This is an optimization exercise on Yosys and OpenROAD, whose aim is small area and a short achievable clock period, not a production implementation.
Where RTL was checked, it was by simulation tests only, not by an equivalence proof against the original.

==> flow/design.v <==
module md_scheduler #(
    parameter int MULT_LAT = 5,
    parameter int DIV_LAT  = 10,
    parameter int CNT_W    = 4
) (
    input  logic                 clk_i,
    input  logic                 reset_n_i,
    input  logic                 start,
    input  logic [2:0]           mdop,
    input  logic [31:0]          rs_val,
    input  logic [31:0]          rt_val,
    input  logic                 md_use_d,
    output logic                 busy,
    output logic                 done,
    output logic                 stall,
    output logic [31:0]          hi,
    output logic [31:0]          lo
);
    localparam int W = 34;
    localparam logic [16:0] LA = 17'h0FF80;
    logic             busy_q;
    logic [CNT_W-1:0] cnt_q;
    logic             div_q, sgn_q, sx_q;
    logic             issue_ok, op_mult, op_div, op_mthi, op_mtlo, last;
    assign op_mult  = (mdop[2:1] == 2'b00);
    assign op_div   = (mdop[2:1] == 2'b01);
    assign op_mthi  = (mdop == 3'b100);
    assign op_mtlo  = (mdop == 3'b101);
    assign issue_ok = start & ~busy_q;
    assign last     = (cnt_q == '0);
    always_ff @(posedge clk_i or negedge reset_n_i) begin
        if (!reset_n_i) begin
            busy_q <= 1'b0;
            cnt_q  <= '0;
        end else if (busy_q) begin
            if (last) busy_q <= 1'b0;
            cnt_q <= cnt_q - 1'b1;
        end else begin
            busy_q <= start & ~mdop[2];
            cnt_q  <= mdop[1] ? CNT_W'(DIV_LAT - 1) : CNT_W'(MULT_LAT - 1);
        end
    end
    assign busy  = busy_q;
    assign done  = busy_q & last;
    assign stall = md_use_d & (busy_q | (start & ~mdop[2]));
    logic [31:0]  y_q;           
    logic [31:0]  l_q;           
    logic [3:0]   lx_q;          
    logic [W-1:0] h_q;           
    logic         bp_q;          
    logic [31:0]  hi_q, lo_q;
    logic         dstep;         
    logic         ysg;           
    logic [W-1:0] yx;
    logic         dz;            
    assign dstep = div_q & ~last;
    assign ysg   = sgn_q & y_q[31];
    assign yx    = {ysg, ysg, y_q};
    assign dz    = (y_q == 32'd0);
    logic [3:0]   r_one, r_two, r_neg, r_xb;
    logic [W-1:0] r_a [4];
    logic [W-1:0] r_b [4];
    logic [W-1:0] r_s [4];
    logic [8:0]   bw;            
    assign bw = {l_q[7:0], bp_q};
    always_comb begin
        for (int r = 0; r < 4; r++) begin
            logic [2:0] t;
            t = bw[2*r +: 3];
            r_xb[r] = lx_q[3-r];
            if (dstep) begin
                r_one[r] = 1'b1;
                r_two[r] = 1'b0;
                r_neg[r] = dz | ~(((r == 0) ? h_q[W-1] : r_s[(r+3)%4][W-1]) ^ ysg);
            end else if (last) begin
                r_one[r] = ~div_q & ~sgn_q & bp_q;
                r_two[r] = div_q;
                r_neg[r] = div_q & ~(h_q[W-1] ^ ysg);
            end else begin
                r_one[r] = t[1] ^ t[0];
                r_two[r] = (t == 3'b100) | (t == 3'b011);
                r_neg[r] = t[2] & ~(t[1] & t[0]);
            end
        end
    end
    for (genvar r = 0; r < 4; r++) begin : g_row
        logic [W-1:0] prev;
        if (r == 0) begin : g_p0
            assign prev = h_q;
            assign r_a[r] = prev;
        end else begin : g_pn
            assign prev = r_s[r-1];
            assign r_a[r] = dstep ? {prev[W-2:0], r_xb[r]} : {prev[W-1], prev[W-1], prev[W-1:2]};
        end
        for (genvar j = 0; j < W; j++) begin : g_bit
            logic m1, m0;
            assign m1 = yx[j];
            assign m0 = (j == 0) ? 1'b0 : yx[(j == 0) ? 0 : j-1];
            assign r_b[r][j] = ((r_one[r] & m1) | (r_two[r] & m0)) ^ r_neg[r];
        end
        md_add #(.W(W), .LA(LA)) u_add (.a(r_a[r]), .b(r_b[r]), .ci(r_neg[r]), .s(r_s[r]));
    end
    logic zc, zr, take, inc;
    logic [30:0] qinc;
    logic [31:0] cq;
    assign zc   = (r_s[0][W-1:1] == '0);
    assign zr   = (h_q[W-1:1] == '0);
    assign take = ~dz & (zc | (~sx_q & h_q[W-1]) | (sx_q & ~h_q[W-1] & ~zr));
    assign inc  = take & r_neg[0];
    always_comb begin
        logic c;
        c = inc;
        for (int j = 0; j < 31; j++) begin
            qinc[j] = l_q[j] ^ c;
            c       = l_q[j] & c;
        end
    end
    logic s_in;
    assign s_in = op_div & ~mdop[0] & rs_val[31];
    always_ff @(posedge clk_i) begin
        if (!busy_q) begin
            y_q   <= rt_val;
            l_q   <= rs_val;
            lx_q  <= {4{s_in}};
            h_q   <= {W{s_in}};
            bp_q  <= 1'b0;
            div_q <= op_div;
            sgn_q <= ~mdop[0];
            sx_q  <= s_in;
        end else if (dstep) begin
            h_q  <= {r_s[3][W-2:0], l_q[31]};
            lx_q <= l_q[31:28];
            l_q  <= {l_q[27:0], r_neg[0], r_neg[1], r_neg[2], r_neg[3]};
        end else begin
            h_q  <= {r_s[3][W-1], r_s[3][W-1], r_s[3][W-1:2]};
            l_q  <= {r_s[3][1:0], r_s[2][1:0], r_s[1][1:0], r_s[0][1:0], l_q[31:8]};
            bp_q <= l_q[7];
        end
    end
    always_ff @(posedge clk_i or negedge reset_n_i) begin
        if (!reset_n_i) begin
            hi_q <= '0;
            lo_q <= '0;
        end else if (busy_q && last) begin
            hi_q <= ~div_q ? r_s[0][31:0] : take ? r_s[0][32:1] : h_q[32:1];
            lo_q <= div_q ? {qinc, ~take} : l_q;
        end else if (issue_ok && op_mthi) begin
            hi_q <= rs_val;
        end else if (issue_ok && op_mtlo) begin
            lo_q <= rs_val;
        end
    end
    assign hi = hi_q;
    assign lo = lo_q;
endmodule
module md_add #(
    parameter int W = 34,
    parameter logic [W/2-1:0] LA = '0
) (
    input  logic [W-1:0] a,
    input  logic [W-1:0] b,
    input  logic         ci,
    output logic [W-1:0] s
);
    logic [W/2:0] c;
    assign c[0] = ci;
    for (genvar k = 0; k < W/2; k++) begin : g
        logic a0, b0, a1, b1, h0, h1, g0, g1;
        assign a0 = a[2*k];   assign b0 = b[2*k];
        assign a1 = a[2*k+1]; assign b1 = b[2*k+1];
        assign h0 = a0 ^ b0;  assign g0 = a0 & b0;
        assign h1 = a1 ^ b1;  assign g1 = a1 & b1;
        if (LA[k]) begin : g_la
            assign s[2*k]   = h0 ^ c[k];
            assign s[2*k+1] = (h1 ^ g0) ^ (h0 & c[k]);
            assign c[k+1]   = g1 | (h1 & a0 & b0) | ((h1 & h0) & c[k]);
        end else begin : g_fa
            logic cm;
            assign s[2*k]   = h0 ^ c[k];
            assign cm       = g0 | (h0 & c[k]);
            assign s[2*k+1] = h1 ^ cm;
            assign c[k+1]   = g1 | (h1 & cm);
        end
    end
endmodule
export LEC_CHECK = 0
export ABC_AREA = 1
export CAP_MARGIN = 20
export CORE_MARGIN = 2
export CORE_UTILIZATION = 40
export SLEW_MARGIN = 20
create_clock -name core_clock -period 110.0 [get_ports {clk_i}]
standard.sh (not shown) runs the stock make flow with config.mk's settings and CLKGATE_MAP_FILE= SYNTH_SCRIPT=/design/flow/synth_recipe.tcl, a recipe that flattens the netlist after the stock synthesis.
==> flow/flow/run.sh <==
#!/bin/bash
set -o pipefail
here=$PWD
{
  sed -n '1p' synth_recipe.tcl
  cat <<T
proc abc {args} {
  set i [lsearch -exact \$args -script]
  if {\$i >= 0} { set args [lreplace \$args [expr {\$i + 1}] [expr {\$i + 1}] $here/flow/area.abc] }
  yosys abc {*}\$args
}
T
  sed -n '2,$p' synth_recipe.tcl
} > synth_area.tcl
sed "s#SYNTH_SCRIPT=[^ ]*#SYNTH_SCRIPT=$here/synth_area.tcl#" standard.sh > standard_area.sh
export BUFFER_PORTS_ARGS="-buffer_cell sky130_fd_sc_hd__buf_1"
export CTS_ARGS="-sink_clustering_enable -repair_clock_nets -dont_use_dummy_load"
bash standard_area.sh finish > standard.log 2>&1
==> flow/flow/area.abc <==
strash
&get -n
&deepsyn -T 20
&put
dch -f
amap
topo
stime -c
upsize -c
dnsize -c
Change:
--- a/flow/design.v
+++ b/flow/design.v
@@ -16,9 +16,9 @@
     output logic [31:0]          hi,
     output logic [31:0]          lo
 );
     localparam int W = 34;
-    localparam logic [16:0] LA = 17'h0FF80;
+    localparam logic [16:0] LA = 17'h0FFC0;
     logic             busy_q;
     logic [CNT_W-1:0] cnt_q;
     logic             div_q, sgn_q, sx_q;
     logic             issue_ok, op_mult, op_div, op_mthi, op_mtlo, last;
- fmax stays flat
- setup slack gets worse by 58 ps
- routed wire length increases by about 2.3%
- die area goes up by about 1.5%
- synthesized area went up by about 1.6%
- first-iteration DRC count fell by 5.7%
- synthesized cell count grows by 2.6%
No functional check of the RTL was part of the first run of this note.

========
== the baseline ==
Another version of the RTL of md_scheduler (not shown whole).
Size: about 2,000 cells after synthesis, roughly 140 I/O pins, about 16,000 µm² of cells after synthesis.
==> module md_scheduler, before the edit <==
module md_scheduler #(
    parameter int MULT_LAT = 5,
    parameter int DIV_LAT  = 10,
    parameter int CNT_W    = 4
) (
    input  logic                 clk_i,
    input  logic                 reset_n_i,
    input  logic                 start,
    input  logic [2:0]           mdop,
    input  logic [31:0]          rs_val,
    input  logic [31:0]          rt_val,
    input  logic                 md_use_d,
    output logic                 busy,
    output logic                 done,
    output logic                 stall,
    output logic [31:0]          hi,
    output logic [31:0]          lo
);
    localparam int W = 34;
    localparam logic [16:0] LA = 17'h03F80;
    logic             busy_q;
    logic [CNT_W-1:0] cnt_q;
    logic             div_q, sgn_q, sx_q;
    logic             issue_ok, op_mult, op_div, op_mthi, op_mtlo, last;
    assign op_mult  = (mdop[2:1] == 2'b00);
    assign op_div   = (mdop[2:1] == 2'b01);
    assign op_mthi  = (mdop == 3'b100);
    assign op_mtlo  = (mdop == 3'b101);
    assign issue_ok = start & ~busy_q;
    assign last     = (cnt_q == '0);
    always_ff @(posedge clk_i or negedge reset_n_i) begin
        if (!reset_n_i) begin
            busy_q <= 1'b0;
            cnt_q  <= '0;
        end else if (busy_q) begin
            if (last) busy_q <= 1'b0;
            cnt_q <= cnt_q - 1'b1;
        end else if (issue_ok && (op_mult || op_div)) begin
            busy_q <= 1'b1;
            cnt_q  <= op_div ? CNT_W'(DIV_LAT - 1) : CNT_W'(MULT_LAT - 1);
        end
    end
    assign busy  = busy_q;
    assign done  = busy_q & last;
    assign stall = md_use_d & (busy_q | (start & ~mdop[2]));
    logic [31:0]  y_q;           
    logic [31:0]  l_q;           
    logic [3:0]   lx_q;          
    logic [W-1:0] h_q;           
    logic         bp_q;          
    logic [31:0]  hi_q, lo_q;
    logic         dstep;         
    logic         ysg;           
    logic [W-1:0] yx;
    logic         dz;            
    assign dstep = div_q & ~last;
    assign ysg   = sgn_q & y_q[31];
    assign yx    = {ysg, ysg, y_q};
    assign dz    = (y_q == 32'd0);
    logic [3:0]   r_one, r_two, r_neg, r_xb;
    logic [W-1:0] r_a [4];
    logic [W-1:0] r_b [4];
    logic [W-1:0] r_s [4];
    logic [8:0]   bw;            
    assign bw = {l_q[7:0], bp_q};
    always_comb begin
        for (int r = 0; r < 4; r++) begin
            logic [2:0] t;
            t = bw[2*r +: 3];
            r_xb[r] = lx_q[3-r];
            if (dstep) begin
                r_one[r] = 1'b1;
                r_two[r] = 1'b0;
                r_neg[r] = dz | ~(((r == 0) ? h_q[W-1] : r_s[(r+3)%4][W-1]) ^ ysg);
            end else if (last) begin
                r_one[r] = ~div_q & ~sgn_q & bp_q;
                r_two[r] = div_q;
                r_neg[r] = div_q & ~(h_q[W-1] ^ ysg);
            end else begin
                r_one[r] = t[1] ^ t[0];
                r_two[r] = (t == 3'b100) | (t == 3'b011);
                r_neg[r] = t[2] & ~(t[1] & t[0]);
            end
        end
    end
    for (genvar r = 0; r < 4; r++) begin : g_row
        logic [W-1:0] prev;
        if (r == 0) begin : g_p0
            assign prev = h_q;
            assign r_a[r] = prev;
        end else begin : g_pn
            assign prev = r_s[r-1];
            assign r_a[r] = dstep ? {prev[W-2:0], r_xb[r]} : {prev[W-1], prev[W-1], prev[W-1:2]};
        end
        for (genvar j = 0; j < W; j++) begin : g_bit
            logic m1, m0;
            assign m1 = yx[j];
            assign m0 = (j == 0) ? 1'b0 : yx[(j == 0) ? 0 : j-1];
            assign r_b[r][j] = ((r_one[r] & m1) | (r_two[r] & m0)) ^ r_neg[r];
        end
        md_add #(.W(W), .LA(LA)) u_add (.a(r_a[r]), .b(r_b[r]), .ci(r_neg[r]), .s(r_s[r]));
    end
    logic zc, zr, take, inc;
    logic [30:0] qinc;
    logic [31:0] cq;
    assign zc   = (r_s[0][W-1:1] == '0);
    assign zr   = (h_q[W-1:1] == '0);
    assign take = ~dz & (zc | (~sx_q & h_q[W-1]) | (sx_q & ~h_q[W-1] & ~zr));
    assign inc  = take & r_neg[0];
    always_comb begin
        logic c;
        c = inc;
        for (int j = 0; j < 31; j++) begin
            qinc[j] = l_q[j] ^ c;
            c       = l_q[j] & c;
        end
    end
    logic s_in;
    assign s_in = op_div & ~mdop[0] & rs_val[31];
    always_ff @(posedge clk_i) begin
        if (!busy_q) begin
            y_q   <= rt_val;
            l_q   <= rs_val;
            lx_q  <= {4{s_in}};
            h_q   <= {W{s_in}};
            bp_q  <= 1'b0;
            div_q <= op_div;
            sgn_q <= ~mdop[0];
            sx_q  <= s_in;
        end else if (dstep) begin
            h_q  <= {r_s[3][W-2:0], l_q[31]};
            lx_q <= l_q[31:28];
            l_q  <= {l_q[27:0], r_neg[0], r_neg[1], r_neg[2], r_neg[3]};
        end else begin
            h_q  <= {r_s[3][W-1], r_s[3][W-1], r_s[3][W-1:2]};
            l_q  <= {r_s[3][1:0], r_s[2][1:0], r_s[1][1:0], r_s[0][1:0], l_q[31:8]};
            bp_q <= l_q[7];
        end
    end
    always_ff @(posedge clk_i or negedge reset_n_i) begin
        if (!reset_n_i) begin
            hi_q <= '0;
            lo_q <= '0;
        end else if (busy_q && last) begin
            hi_q <= ~div_q ? r_s[0][31:0] : take ? r_s[0][32:1] : h_q[32:1];
            lo_q <= div_q ? {qinc, ~take} : l_q;
        end else if (issue_ok && op_mthi) begin
            hi_q <= rs_val;
        end else if (issue_ok && op_mtlo) begin
            lo_q <= rs_val;
        end
    end
    assign hi = hi_q;
    assign lo = lo_q;
endmodule
clock: 110.0 ns
lec_check: 0
abc_area: 1
cap_margin: 20
core_margin: 2
core_utilization: 40
slew_margin: 20
==> flow/flow/run.sh <==
#!/bin/bash
set -o pipefail

export BUFFER_PORTS_ARGS="-buffer_cell sky130_fd_sc_hd__buf_1"
bash standard.sh finish > standard.log 2>&1
> inputs changed (the baseline -> the candidate)
--- a/flow/design.v
+++ b/flow/design.v
@@ -14,13 +14,13 @@
     output logic                 done,
     output logic                 stall,
     output logic [31:0]          hi,
     output logic [31:0]          lo
 );
     localparam int W = 34;
-    localparam logic [16:0] LA = 17'h03F80;
+    localparam logic [16:0] LA = 17'h07F80;
     logic             busy_q;
     logic [CNT_W-1:0] cnt_q;
     logic             div_q, sgn_q, sx_q;
     logic             issue_ok, op_mult, op_div, op_mthi, op_mtlo, last;
     assign op_mult  = (mdop[2:1] == 2'b00);
     assign op_div   = (mdop[2:1] == 2'b01);
@@ -70,27 +70,27 @@
             r_xb[r] = lx_q[3-r];
             if (dstep) begin
                 r_one[r] = 1'b1;
                 r_two[r] = 1'b0;
                 r_neg[r] = dz | ~(((r == 0) ? h_q[W-1] : r_s[(r+3)%4][W-1]) ^ ysg);
             end else if (last) begin
-                r_one[r] = ~div_q & ~sgn_q & bp_q;
-                r_two[r] = div_q;
+                r_one[r] = div_q | (~sgn_q & bp_q);
+                r_two[r] = 1'b0;
                 r_neg[r] = div_q & ~(h_q[W-1] ^ ysg);
             end else begin
                 r_one[r] = t[1] ^ t[0];
                 r_two[r] = (t == 3'b100) | (t == 3'b011);
                 r_neg[r] = t[2] & ~(t[1] & t[0]);
             end
         end
     end
     for (genvar r = 0; r < 4; r++) begin : g_row
         logic [W-1:0] prev;
         if (r == 0) begin : g_p0
             assign prev = h_q;
-            assign r_a[r] = prev;
+            assign r_a[r] = dstep ? {prev[W-2:0], r_xb[r]} : prev;
         end else begin : g_pn
             assign prev = r_s[r-1];
             assign r_a[r] = dstep ? {prev[W-2:0], r_xb[r]} : {prev[W-1], prev[W-1], prev[W-1:2]};
         end
         for (genvar j = 0; j < W; j++) begin : g_bit
             logic m1, m0;
@@ -100,14 +100,14 @@
         end
         md_add #(.W(W), .LA(LA)) u_add (.a(r_a[r]), .b(r_b[r]), .ci(r_neg[r]), .s(r_s[r]));
     end
     logic zc, zr, take, inc;
     logic [30:0] qinc;
     logic [31:0] cq;
-    assign zc   = (r_s[0][W-1:1] == '0);
-    assign zr   = (h_q[W-1:1] == '0);
+    assign zc   = (r_s[0] == '0);
+    assign zr   = (h_q == '0);
     assign take = ~dz & (zc | (~sx_q & h_q[W-1]) | (sx_q & ~h_q[W-1] & ~zr));
     assign inc  = take & r_neg[0];
     always_comb begin
         logic c;
         c = inc;
         for (int j = 0; j < 31; j++) begin
@@ -125,13 +125,13 @@
             h_q   <= {W{s_in}};
             bp_q  <= 1'b0;
             div_q <= op_div;
             sgn_q <= ~mdop[0];
             sx_q  <= s_in;
         end else if (dstep) begin
-            h_q  <= {r_s[3][W-2:0], l_q[31]};
+            h_q  <= r_s[3];
             lx_q <= l_q[31:28];
             l_q  <= {l_q[27:0], r_neg[0], r_neg[1], r_neg[2], r_neg[3]};
         end else begin
             h_q  <= {r_s[3][W-1], r_s[3][W-1], r_s[3][W-1:2]};
             l_q  <= {r_s[3][1:0], r_s[2][1:0], r_s[1][1:0], r_s[0][1:0], l_q[31:8]};
             bp_q <= l_q[7];
@@ -139,13 +139,13 @@
     end
     always_ff @(posedge clk_i or negedge reset_n_i) begin
         if (!reset_n_i) begin
             hi_q <= '0;
             lo_q <= '0;
         end else if (busy_q && last) begin
-            hi_q <= ~div_q ? r_s[0][31:0] : take ? r_s[0][32:1] : h_q[32:1];
+            hi_q <= (div_q & ~take) ? h_q[31:0] : r_s[0][31:0];
             lo_q <= div_q ? {qinc, ~take} : l_q;
         end else if (issue_ok && op_mthi) begin
             hi_q <= rs_val;
         end else if (issue_ok && op_mtlo) begin
             lo_q <= rs_val;
         end
Findings:
Run comparison: the baseline cell with the biggest individual delay on the critical path sky130_fd_sc_hd__buf_4; the candidate cell with the biggest individual delay on the critical path sky130_fd_sc_hd__o21ai_0. Diff the candidate and the baseline: count of non-filler cells in the finished layout lower in the baseline. In the candidate, core area is higher than in the baseline. Post-synthesis share of cell area spent on full adders, half adders and majority gates, the candidate and the baseline, higher one = the baseline. The faster design of the two is the candidate; the baseline tops out lower. The baseline → the candidate: async set-or-reset flop fraction in the synthesized netlist shrank by 0.23 points.
Only the layout flow was run in the baseline; the RTL was not checked for function there.

static timing again, ports no longer ideal:
The flow's constraints put no driver on any port. The routed layouts listed below were extracted and timed again, unchanged, in two steps. Step 1 (the two cells are an assumption about what drives the block):
set clk [get_ports {clk_i}]
set_driving_cell -lib_cell sky130_fd_sc_hd__clkbuf_16 $clk
set_driving_cell -lib_cell sky130_fd_sc_hd__buf_2 [delete_from_list [all_inputs] $clk]
Step 2 moves the port delays by t, midway between the first and last clock arrival at a register: inputs arrive t later, outputs are due t later. That takes back most of the time a late clock gives input paths. Three values: no drivers, after step 1, after step 2; two values: the first two.
run | shift t [ns] | slack for setup (ns) | worst setup path after step 2 | clock arrival spread, ns | worst data-port slew with drivers (ns)
the first run of note 1 | 0.497 | 65.459 / 65.435 / 65.435 | input to output | 0.028 / 0.028 | 0.05
the second run of note 1 | 0.507 | 65.402 / 65.378 / 65.378 | input to output | 0.028 / 0.028 | 0.04
the baseline | 0.518 | 64.512 / 64.512 / 64.512 | register to register | 0.015 / 0.015 | 0.04
the candidate | 0.517 | 65.126 / 65.104 / 65.104 | input to output | 0.021 / 0.020 | 0.04
After both steps every run listed still meets setup and hold.
